Context: an optimization exercise on an open-source flow, tuned for small area, a short achievable clock period and few clock cycles per item. The choices shown serve that exercise and are no tape-out recipe. RTL that was checked went through simulation tests only; none was proved equivalent to the original.

Design scheduled_led_soft_ramp_dimmer_core, start of the top module:
module scheduled_led_soft_ramp_dimmer_core (
  input  logic                clk_i,
  input  logic                rst_ni,
  input  logic                cfg_we_i,
  input  logic [CfgIdxW-1:0]  cfg_idx_i,
  input  logic [CfgDataW-1:0] cfg_wdata_i,
  input  logic                in_valid_i,
  output logic                in_ready_o,
  input  logic [20:0]         in_data_i,
  output logic                out_valid_o,
  input  logic                out_ready_i,
  output logic [65:0]         out_data_o
);
  logic [2:0][9:0] tgt_q;
  logic [16:0]     wstart_q, wstop_q;
  logic            smooth_q;
  logic [9:0]      dv_q;      
  logic [9:0]      step_q;
  always_ff @(posedge clk_i or negedge rst_ni) begin
    if (!rst_ni) begin
      tgt_q    <= '0;
      wstart_q <= '0;
      wstop_q  <= '0;
      smooth_q <= 1'b0;
      dv_q     <= DivisorReset;
      step_q   <= StepReset;
    end else if (cfg_we_i) begin
      case (cfg_idx_i)
        3'd0: tgt_q[0] <= cfg_wdata_i[9:0];
        3'd1: tgt_q[1] <= cfg_wdata_i[9:0];
        3'd2: tgt_q[2] <= cfg_wdata_i[9:0];
        3'd3: wstart_q <= cfg_wdata_i;
        3'd4: wstop_q  <= cfg_wdata_i;
  ...
export LEC_CHECK = 0
export CAP_MARGIN = 20
export CORE_MARGIN = 2
export CORE_UTILIZATION = 40
export SLEW_MARGIN = 20
create_clock -name core_clock -period 10.0 [get_ports {clk_i}]
standard.sh (not shown) runs the stock make flow with config.mk's settings and CLKGATE_MAP_FILE= SYNTH_SCRIPT=/design/flow/synth_recipe.tcl, a recipe that flattens the netlist after the stock synthesis.
==> flow/flow/run.sh <==
#!/bin/bash
set -euo pipefail
bash standard.sh finish SETUP_SLACK_MARGIN=6 \
  'BUFFER_PORTS_ARGS=-buffer_cell sky130_fd_sc_hd__buf_2' > make.log 2>&1
Testbench counts at the start, summed over its fixed seeds: cycles 4,549, items 3,822.
==> next run, changes <==
--- a/flow/design.v
+++ b/flow/design.v
@@ -450,37 +450,35 @@
   assign d_ge    = !d_sum[10];
   assign d_p     = dq_q + 11'd10;
   always_ff @(posedge clk_i or negedge rst_ni) begin
     if (!rst_ni) begin
       t_valid_q <= '0;
       dtgt_q    <= '0;
       dbusy_q   <= 1'b0;
       dfin_q    <= 1'b0;
       dcnt_q    <= '0;
     end else begin
       t_valid_q <= (t_valid_q & ~kill) | t_ldz | t_ld;
       dtgt_q    <= dtgt_d;
-      if (wr_div || dtgt_d == 3'b0) begin
+      if (wr_div || dfin_q || (dbusy_q && dtgt_q == 3'b0)) begin
         dbusy_q <= 1'b0;
         dfin_q  <= 1'b0;
       end else if (du_start) begin
         dbusy_q <= 1'b1;
-        dcnt_q  <= du_zero ? 4'd2 : 4'd0;
-      end else if (dbusy_q) begin
-        dcnt_q <= dcnt_q + 4'd1;
-        if (dcnt_q == 4'd10) begin
-          dbusy_q <= 1'b0;
-          dfin_q  <= 1'b1;
-        end
+      end else if (dbusy_q && dcnt_q == 4'd10) begin
+        dbusy_q <= 1'b0;
+        dfin_q  <= 1'b1;
       end
+      if (du_start)     dcnt_q <= du_zero ? 4'd2 : 4'd0;
+      else if (dbusy_q) dcnt_q <= dcnt_q + 4'd1;
     end
   end
   always_ff @(posedge clk_i) begin
     if (du_start) begin
       dr_q <= '0;
       dq_q <= du_zero ? {9'd430, 2'd0} : {1'b0, dv_sel} + 11'd430;
     end else if (dbusy_q) begin
       dr_q <= d_ge ? d_sum[9:0] : d_trial[9:0];
       dq_q <= {dq_q[9:0], d_ge};
     end
   end
   for (genvar i = 0; i < 3; i++) begin : g_trk
=> Die area came out higher by 1.4%; via count came out higher by 1.4%; fmax decreases by 1.8%; non-clock buffer count is higher by 22; core utilization climbs by 0.36 points; final area rose by 1.5%; cell count is higher by 2.7%; area after synthesis increases by 1.5%; count of clock-buffer cells in the layout shrinks by 13; routed wire length climbs by 3.3%; global-route usage grows by 0.18 points.
Testbench counts after the change, summed over its fixed seeds: cycles 4,549, items 3,822.

--- another note on this design; it stands on its own ---

==> module sld_tracker, before the edit <==
module sld_tracker (
  input  logic        clk_i,
  input  logic        ld_i,        
  input  logic        ldz_i,       
  input  logic [9:0]  ldr_i,
  input  logic [10:0] ldp_i,
  input  logic        upd_i,       
  input  logic        up_i,        
  input  logic [9:0]  opa_i,       
  input  logic [9:0]  opb_i,       
  input  logic [10:0] qadd_i,      
  output logic [10:0] per_o        
);
  logic [9:0]  r_q;
  logic [10:0] p_q;
  logic [10:0] a_sum, b_sum, p0, p1;
  logic        ge;
  assign a_sum = {1'b0, r_q} + {1'b0, opa_i} + {10'd0, !up_i};
  assign b_sum = {1'b0, r_q} + {1'b1, opb_i} + {10'd0, !up_i};
  assign ge    = !b_sum[10];
  assign p0    = p_q + qadd_i;
  assign p1    = p_q + qadd_i + 11'd1;
  assign per_o = ge ? p1 : p0;
  always_ff @(posedge clk_i) begin
    if (ldz_i) begin
      r_q <= 10'd430;
      p_q <= 11'd10;
    end else if (ld_i) begin
      r_q <= ldr_i;
      p_q <= ldp_i;
    end else if (upd_i) begin
      r_q <= ge ? b_sum[9:0] : a_sum[9:0];
      p_q <= per_o;
    end
  end
endmodule
clock: 10.0 ns
lec_check: 0
cap_margin: 20
core_margin: 2
core_utilization: 40
slew_margin: 20
standard.sh (not shown) runs the stock make flow with config.mk's settings and CLKGATE_MAP_FILE= SYNTH_SCRIPT=/design/flow/synth_recipe.tcl, a recipe that flattens the netlist after the stock synthesis.
==> flow/flow/run.sh <==
#!/bin/bash
set -euo pipefail
bash standard.sh finish SETUP_SLACK_MARGIN=6 > make.log 2>&1
Testbench counts at the start, summed over its fixed seeds: cycles 4,579, items 3,822.
Change:
--- a/flow/design.v
+++ b/flow/design.v
@@ -80,18 +80,16 @@
   input  logic [10:0] qadd_i,      
   output logic [10:0] per_o        
 );
   logic [9:0]  r_q;
   logic [10:0] p_q;
-  logic [10:0] a_sum, b_sum, p0, p1;
+  logic [10:0] a_sum, b_sum;
   logic        ge;
   assign a_sum = {1'b0, r_q} + {1'b0, opa_i} + {10'd0, !up_i};
   assign b_sum = {1'b0, r_q} + {1'b1, opb_i} + {10'd0, !up_i};
   assign ge    = !b_sum[10];
-  assign p0    = p_q + qadd_i;
-  assign p1    = p_q + qadd_i + 11'd1;
-  assign per_o = ge ? p1 : p0;
+  assign per_o = p_q + qadd_i + {10'd0, ge};
   always_ff @(posedge clk_i) begin
     if (ldz_i) begin
       r_q <= 10'd430;
       p_q <= 11'd10;
     end else if (ld_i) begin
=>
- first-iteration DRC count climbs by 20%
- via count rose by 4.3%
- setup slack got worse by 0.59 ns
For the second run of this note, only the layout was checked, not whether the RTL still works.

==> what the ideal ports hide <==
Ports are ideal in the flow. The routed layouts listed here were re-timed in OpenROAD. Step 1: set_driving_cell puts a clkbuf_16 on clk_i and a buf_2 on each other input, an assumption about the parent block. Step 2 adds t to the input delays and takes it off the output delays; t is the mean of the earliest and latest rising clock arrival at the registers after step 1. Input paths then give back, and output paths get back, about the clock's delay inside the block. a / b / c = ideal ports / drivers / drivers and shift; a / b = the first two.
run | t, ns | setup slack, ns | hold slack, ns | worst setup path after step 2 | cell pins on the clock port's net
the first run of note 1 | 0.668 | 6.068 / 6.090 / 5.444 | 0.417 / 0.417 / 0.417 | input to register | 1
the second run of note 1 | 0.682 | 5.997 / 5.997 / 5.445 | 0.419 / 0.419 / 0.419 | input to register | 1
the first run of note 2 | 0.671 | 6.013 / 5.956 / 5.432 | 0.419 / 0.419 / 0.419 | input to register | 1
the second run of note 2 | 0.684 | 5.421 / 5.421 / 5.391 | 0.422 / 0.422 / 0.422 | input to register | 1
After both steps every run listed still meets setup and hold. For the first run of note 1, which loses most, drivers alone change the setup slack by +0.022 ns; drivers and shift together by -0.624 ns.
